This design comes from an exercise in tuning for a short achievable clock period and few clock cycles on the open sky130 flow, not from production work. The RTL of this run was laid out without a check of its function. Power is estimated from default activity; no workload was simulated.

==> flow/design.v <==
module dma_apb_top (
  input  logic                   aclk,
  input  logic                   i_rst,
  input  logic                   i_desc_valid,
  output logic                   o_desc_ready,
  input  logic                   i_desc_to_periph,
  input  logic                   i_desc_sel,
  input  logic [6-1:0] i_desc_addr,
  input  logic [4-1:0] i_desc_len,
  input  logic [4-1:0]  i_desc_id,
  output logic                   o_resp_valid,
  input  logic                   i_resp_ready,
  output logic [4-1:0]  o_resp_id,
  input  logic                   i_mem_we,
  input  logic [6-1:0] i_mem_addr,
  input  logic [32-1:0] i_mem_wdata,
  input  logic [8-1:0]   i_switch,
  output logic [16-1:0] o_leds
);
  localparam int CAP   = 16;   
  localparam int PW    = $clog2(CAP);
  localparam int QD    = 4;                  
  localparam int QW    = $clog2(QD);
  localparam int AW    = 6;
  localparam int WORDS = 2**AW;
  localparam int HW    = 16;
  localparam int DW    = 32;
  logic [8-1:0] sw_r;
  logic                 hw_we;
  logic [AW-1:0]        hw_addr;
  logic [DW-1:0]        hw_data;
  always_ff @(posedge aclk) begin
    sw_r    <= i_switch;
    hw_addr <= i_mem_addr;
    hw_data <= i_mem_wdata;
    if (i_rst) hw_we <= 1'b0;
    else       hw_we <= i_mem_we;
  end
  logic [21:0] ent [CAP];   
  logic [21:0] in_ent;
  logic [3:0]  in_lm1;
  logic [PW:0] acc_ptr;
  logic [PW:0] f_ptr;
  logic [PW:0] rp;
  logic        ready_r;
  logic        push;
  logic [PW:0] acc_next;
  logic [PW:0] used_next;
  assign push      = i_desc_valid && ready_r;
  assign acc_next  = acc_ptr + {{PW{1'b0}}, push};
  assign used_next = acc_next - rp;
  assign in_lm1 = i_desc_len - 4'd1;
  assign in_ent = {i_desc_to_periph, i_desc_sel, i_desc_addr, i_desc_addr + {2'b00, in_lm1}, in_lm1, i_desc_id};
  always_ff @(posedge aclk) begin
    if (push) ent[acc_ptr[PW-1:0]] <= in_ent;
  end
  always_ff @(posedge aclk) begin
    if (i_rst) begin
      acc_ptr <= '0;
      ready_r <= 1'b1;
    end else begin
      acc_ptr <= acc_next;
      ready_r <= !used_next[PW];
    end
  end
  assign o_desc_ready = ready_r;
  logic [DW-1:0]    mem      [WORDS];
  logic [DW-1:0]    mem_next [WORDS];
  logic [WORDS-1:0] wr_next;    
  logic [WORDS-1:0] intra_r;    
  logic [WORDS-1:0] link_r;     
  logic             d_wr;
  logic [HW-1:0]    d_val;
  logic [WORDS-1:0] f_wmask;
  always_comb begin
    for (int i = 0; i < WORDS; i++) begin
      wr_next[i] = 1'b1;
      if (hw_we && hw_addr == AW'(i))  mem_next[i] = hw_data;
      else if (d_wr && f_wmask[i])     mem_next[i] = {d_val, d_val};
      else begin
        mem_next[i] = mem[i];
        wr_next[i]  = 1'b0;
      end
    end
  end
  always_ff @(posedge aclk) begin
    for (int i = 0; i < WORDS; i++) begin
      mem[i]     <= mem_next[i];
      intra_r[i] <= mem_next[i][HW-1:0] != mem_next[i][DW-1:HW];
      link_r[i]  <= mem_next[i][DW-1:HW] != mem_next[(i+1)%WORDS][HW-1:0];
    end
  end
  logic [DW-1:0]    emem [WORDS];
  logic [WORDS-1:0] frozen;     
  logic [WORDS-1:0] dirty;      
  always_ff @(posedge aclk) begin
    for (int i = 0; i < WORDS; i++) begin
      if (!frozen[i]) emem[i] <= mem_next[i];
    end
    if (i_rst) dirty <= '0;
    else       dirty <= frozen & (dirty | wr_next);
  end
  logic          h_v;
  logic [21:0]   h_ent;
  logic [PW:0]   h_tag;
  logic          h_load;
  logic          f_load;
  assign h_load = (!h_v || f_load) && ((f_ptr != acc_ptr) || push);
  always_ff @(posedge aclk) begin
    if (i_rst) begin
      h_v   <= 1'b0;
      f_ptr <= '0;
    end else if (h_load) begin
      h_v   <= 1'b1;
      f_ptr <= f_ptr + 1'b1;
    end else if (f_load) begin
      h_v   <= 1'b0;
    end
    if (h_load) begin
      h_ent <= (f_ptr == acc_ptr) ? in_ent : ent[f_ptr[PW-1:0]];
      h_tag <= f_ptr;
    end
  end
  logic          f_v;
  logic          f_tp, f_sel;
  logic [AW-1:0] f_a;
  logic [WORDS-1:0] f_lkmask;   
  logic [31:0]   f_lmask;       
  logic [HW-1:0] f_lo;          
  logic [HW-1:0] f_hi;          
  logic [PW:0]   f_tag;
  logic          d_take;
  logic [AW-1:0] n_a;
  logic [3:0]    n_lm1;
  logic [AW-1:0] n_last;
  logic [WORDS-1:0] n_wmask;
  assign n_a    = h_ent[19:14];
  assign n_last = h_ent[13:8];
  assign n_lm1  = h_ent[7:4];
  assign f_load = h_v && (!f_v || d_take);
  always_comb begin
    for (int i = 0; i < WORDS; i++) begin
      logic [AW-1:0] off;
      off = AW'(i) - n_a;
      n_wmask[i] = (off[5:4] == 2'b00) && (off[3:0] <= n_lm1);
    end
  end
  always_ff @(posedge aclk) begin
    if (i_rst)       f_v <= 1'b0;
    else if (f_load) f_v <= 1'b1;
    else if (d_take) f_v <= 1'b0;
    if (f_load) begin
      f_tp    <= h_ent[21];
      f_sel   <= h_ent[20];
      f_a     <= n_a;
      f_tag   <= h_tag;
      f_wmask <= n_wmask;
      for (int i = 0; i < WORDS; i++) f_lkmask[i] <= n_wmask[i] && n_wmask[(i+1)%WORDS];
      for (int j = 0; j < 32; j++)    f_lmask[j]  <= (4'(j / 2) <= n_lm1);
      f_lo <= (d_wr && f_wmask[n_a])    ? d_val : mem[n_a][HW-1:0];
      f_hi <= (d_wr && f_wmask[n_last]) ? d_val : mem[n_last][DW-1:HW];
    end
  end
  logic [HW-1:0]    led_arch;    
  logic [PW:0]      d_ptr;       
  logic             is_led, is_wr;
  logic [2*WORDS-1:0] intra2, link2;
  logic [15:0]      intra_rot, link_rot;
  logic [31:0]      chg;         
  logic [31:0]      win;
  logic             first_chg;
  logic             win_ne;
  logic             q_full, q_ne;
  logic             d_stall;
  logic             q_push;
  assign is_led    = f_tp && !f_sel;
  assign is_wr     = !f_tp;
  assign intra2    = {intra_r, intra_r};
  assign link2     = {link_r, link_r};
  assign intra_rot = 16'(intra2 >> f_a);
  assign link_rot  = 16'(link2 >> (f_a - 1'b1));
  assign first_chg = (f_lo != led_arch);
  always_comb begin
    chg[0] = first_chg;
    chg[1] = intra_rot[0];
    for (int w = 1; w < 16; w++) begin
      chg[2*w]   = link_rot[w];
      chg[2*w+1] = intra_rot[w];
    end
  end
  assign win    = chg & f_lmask;
  assign win_ne = first_chg || (|(intra_r & f_wmask)) || (|(link_r & f_lkmask));
  assign d_val   = f_sel ? {{(HW-8){1'b0}}, sw_r} : led_arch;
  assign d_stall = is_led && win_ne && (q_full || (|(f_wmask & dirty)));
  assign d_take  = f_v && !d_stall;
  assign d_wr    = f_v && is_wr;
  assign q_push  = d_take && is_led && win_ne;
  always_ff @(posedge aclk) begin
    if (i_rst) begin
      led_arch <= '0;
      d_ptr    <= '0;
    end else if (d_take) begin
      d_ptr <= d_ptr + 1'b1;
      if (is_led) led_arch <= f_hi;
    end
  end
  logic [31:0]      q_win  [QD];
  logic [AW-1:0]    q_a    [QD];
  logic [PW:0]      q_tag  [QD];
  logic [WORDS-1:0] q_mask [QD];
  logic [QD-1:0]    q_vld;
  logic [QW-1:0]    q_wp, q_rp;
  logic             q_pop;
  logic [31:0]      h_win;
  logic [31:0]      below;     
  logic [31:0]      first;
  logic [4:0]       idx;
  logic             last;
  assign q_ne   = q_vld[q_rp];
  assign q_full = q_vld[q_wp];
  assign h_win  = q_win[q_rp];
  always_comb begin
    below[0] = 1'b0;
    for (int j = 1; j < 32; j++) below[j] = below[j-1] | h_win[j-1];
    first = h_win & ~below;
    idx = '0;
    for (int j = 0; j < 32; j++) if (first[j]) idx = idx | 5'(j);
    last = !(|(h_win & below));
  end
  assign q_pop = q_ne && last;
  always_ff @(posedge aclk) begin
    if (q_push) begin
      q_win[q_wp]  <= win;
      q_a[q_wp]    <= f_a;
      q_tag[q_wp]  <= f_tag;
      q_mask[q_wp] <= f_wmask;
    end
    if (q_ne) q_win[q_rp] <= h_win & ~first;
    if (i_rst) begin
      q_vld <= '0;
      q_wp  <= '0;
      q_rp  <= '0;
    end else begin
      if (q_push) begin
        q_vld[q_wp] <= 1'b1;
        q_wp        <= q_wp + 1'b1;
      end
      if (q_pop) begin
        q_vld[q_rp] <= 1'b0;
        q_rp        <= q_rp + 1'b1;
      end
    end
  end
  always_comb begin
    frozen = '0;
    for (int k = 0; k < QD; k++) if (q_vld[k]) frozen = frozen | q_mask[k];
  end
  logic          w_v;
  logic [AW-1:0] w_word;
  logic          w_half;
  always_ff @(posedge aclk) begin
    if (i_rst) w_v <= 1'b0;
    else       w_v <= q_ne;
    w_word <= q_a[q_rp] + {1'b0, idx[4:1]};
    w_half <= idx[0];
  end
  logic [HW-1:0] led_r;
  logic [DW-1:0] w_data;
  assign w_data = emem[w_word];
  always_ff @(posedge aclk) begin
    if (i_rst)    led_r <= '0;
    else if (w_v) led_r <= w_half ? w_data[DW-1:HW] : w_data[HW-1:0];
  end
  assign o_leds = led_r;
  logic [PW:0] done_ptr;
  logic        resp_v;
  logic [3:0]  resp_id;
  logic        r_load;
  assign done_ptr = q_ne ? q_tag[q_rp] : d_ptr;
  assign r_load = (rp != done_ptr) && (!resp_v || i_resp_ready);
  always_ff @(posedge aclk) begin
    if (i_rst) begin
      rp     <= '0;
      resp_v <= 1'b0;
    end else begin
      if (r_load) begin
        resp_v <= 1'b1;
        rp     <= rp + 1'b1;
      end else if (i_resp_ready) begin
        resp_v <= 1'b0;
      end
    end
    if (r_load) resp_id <= ent[rp[PW-1:0]][3:0];
  end
  assign o_resp_valid = resp_v;
  assign o_resp_id    = resp_id;
endmodule
==> flow/run.sh <==
#!/bin/bash
# synth_recipe.tcl (not shown) runs the flow's synth.tcl, then flattens the netlist and writes it again
# the make line also repeats each setting of config.mk as NAME=value (left out here)
make -C /OpenROAD-flow-scripts/flow DESIGN_CONFIG=/design/flow/config.mk WORK_HOME=/design/flow/orfs CLKGATE_MAP_FILE= SYNTH_SCRIPT=/design/flow/synth_recipe.tcl finish
==> flow/config.mk <==
export PLATFORM = sky130hd
export DESIGN_NAME = dma_apb_top
export DESIGN_NICKNAME = dma_apb_top
export VERILOG_FILES = /design/flow/design.v
export SDC_FILE = /design/flow/constraint.sdc
export NUM_CORES = 4
export LEC_CHECK = 0
export ABC_CLOCK_PERIOD_IN_PS = 2000
export CAP_MARGIN = 20
export CORE_MARGIN = 2
export CORE_UTILIZATION = 65
export PLACE_DENSITY = 0.75
export SETUP_SLACK_MARGIN = 2.6
export SLEW_MARGIN = 20
export TNS_END_PERCENT = 100
==> flow/constraint.sdc <==
create_clock -name core_clock -period 5.0 [get_ports {aclk}]
set_input_delay 1.0000 -clock core_clock [delete_from_list [all_inputs] [get_ports {aclk}]]
set_output_delay 1.0000 -clock core_clock [all_outputs]
set_load 0.01 [all_outputs]
==> out/qor.log <==
qor: outcome.outcome did not finish
qor: outcome.failed_stage global routing
qor: outcome.error [ERROR GRT-0116] Global routing finished with congestion. Check the congestion regions in the DRC Viewer.
qor: logic_synthesis.synth_top_cells_by_count edfxtp_1, nor2_1, a21oi_1, dfxtp_1, inv_1
qor: logic_synthesis.yosys.cell_count.top_type edfxtp_1
qor: clock_network.cts_max_path_buffers 4
qor: logic_synthesis.synth-main-ff-cell edfxtp_1
qor: logic_synthesis.synth.ff_latch_count 5408
qor: placed_design.placer_congestion 1.925
qor: global_route.wire_length_of_the_first_global_routing_pass 2625 mm
qor: placed_design.detailed_placement_hpwl 1484 mm
qor: logic_synthesis.mappedNetlistNets 24950
qor: global_route.largest_net_degree_at_the_start_of_global_routing 108
qor: logic_synthesis.mapped_cell_area 252000 µm²
qor: logic_synthesis.synth_enable_flop_cells 3043
qor: floorplan.io_pins 89
qor: clock_network.cts_inserted_buffers 554
qor: logic_synthesis.yosys.area.top_type_share 0.3626
qor: logic_synthesis.yosysTopAreaCell edfxtp_1
qor: placed_design.pre_cts_slack -247.8 ps
qor: logic_synthesis.syn-instance-count 24810
qor: floorplan.die_w 626.6 µm
qor: clock_network.cts-root-buf clkbuf_16
qor: logic_synthesis.synth.avg_cell_area 10.16 µm²
qor: logic_synthesis.synth_sequential_area_ratio 0.5505
qor: clock_network.cts-htree-levels 6
qor: clock_network.cts_sinks 5408
qor: global_route.track_usage 1.018
qor: placed_design.port-buffer-count 88
qor: logic_synthesis.fraction_of_registers_with_async_set_or_reset_after_synthesis 0
qor: floorplan.num_rows 228
qor: logic_synthesis.yosys_warnings 4
qor: floorplan.die_h 626.6 µm
qor: placed_design.placedInstanceArea 270600 µm²
qor: logic_synthesis.netlist-cell-type-count 79
qor: logic_synthesis.synthTopCellsByArea edfxtp_1, dfxtp_1, xor2_1
qor: global_route.grt_pass1_vias 264000
qor: floorplan.start_util 0.6533
qor: global_route.grt.overflow.total 43200
qor: placed_design.place.detailed.instances 29980
-- metrics by stage --
| step | util | hold WS, ps | total power [µW] |
|---|---|---|---|
| 4_1_cts | 0.7591 | 288.2 | 218600 |
| 3_5_place_dp | 0.7016 | 404.5 | 173900 |
| 3_3_place_gp | 0.7013 | 401.7 | 172300 |
| 2_1_floorplan | - | 400.3 | 110500 |
-- cell families after synthesis --
logic type | share of synthesized area
AOI/OAI and AO/OA | 0.1454
buffers and inverters | 0.06006
muxes | 0.03883
DFF | 0.5505
adders and majority gates | 0.003963
xor gates and xnor gates | 0.07501
and+or+nand+nor | 0.1262
-- worst max-delay path by stage --
stage                     startpoint                 endpoint  slack (ps)  depth (start not counted)
2_1_floorplan  f_wmask[33]$_DFFE_PP_         f_a[0]$_DFFE_PP_        -200                          7
3_3_place_gp   f_wmask[51]$_DFFE_PP_  q_mask[2][14]$_DFFE_PP_        -300                         12
3_5_place_dp     h_ent[17]$_DFFE_PP_        f_lo[4]$_DFFE_PP_        -250                         11
4_1_cts                         flop                     flop         710                         10
-- per-layer routing --
layer  GRT overflow  global-route usage
met2          28670               1.281
met4           6477              0.9597
met3           2971              0.8580
met1           4753              0.9418
met5            322              0.7448
-- power groups by stage --
stage,sequential (µW),combinational (µW),clock [µW]
after CTS,86000,89900,42800
after detailed placement,87000,86900,0
after global placement,86900,85400,0
after floorplan,70100,40500,0
-- repair_timing --
item / in CTS
endpoints found under the hold margin: 0
gates resized for setup: 268
buffers inserted: 171
cloned: 33
endpoints found under the setup margin: 6560
pin swaps: 37
hold buffers: 0
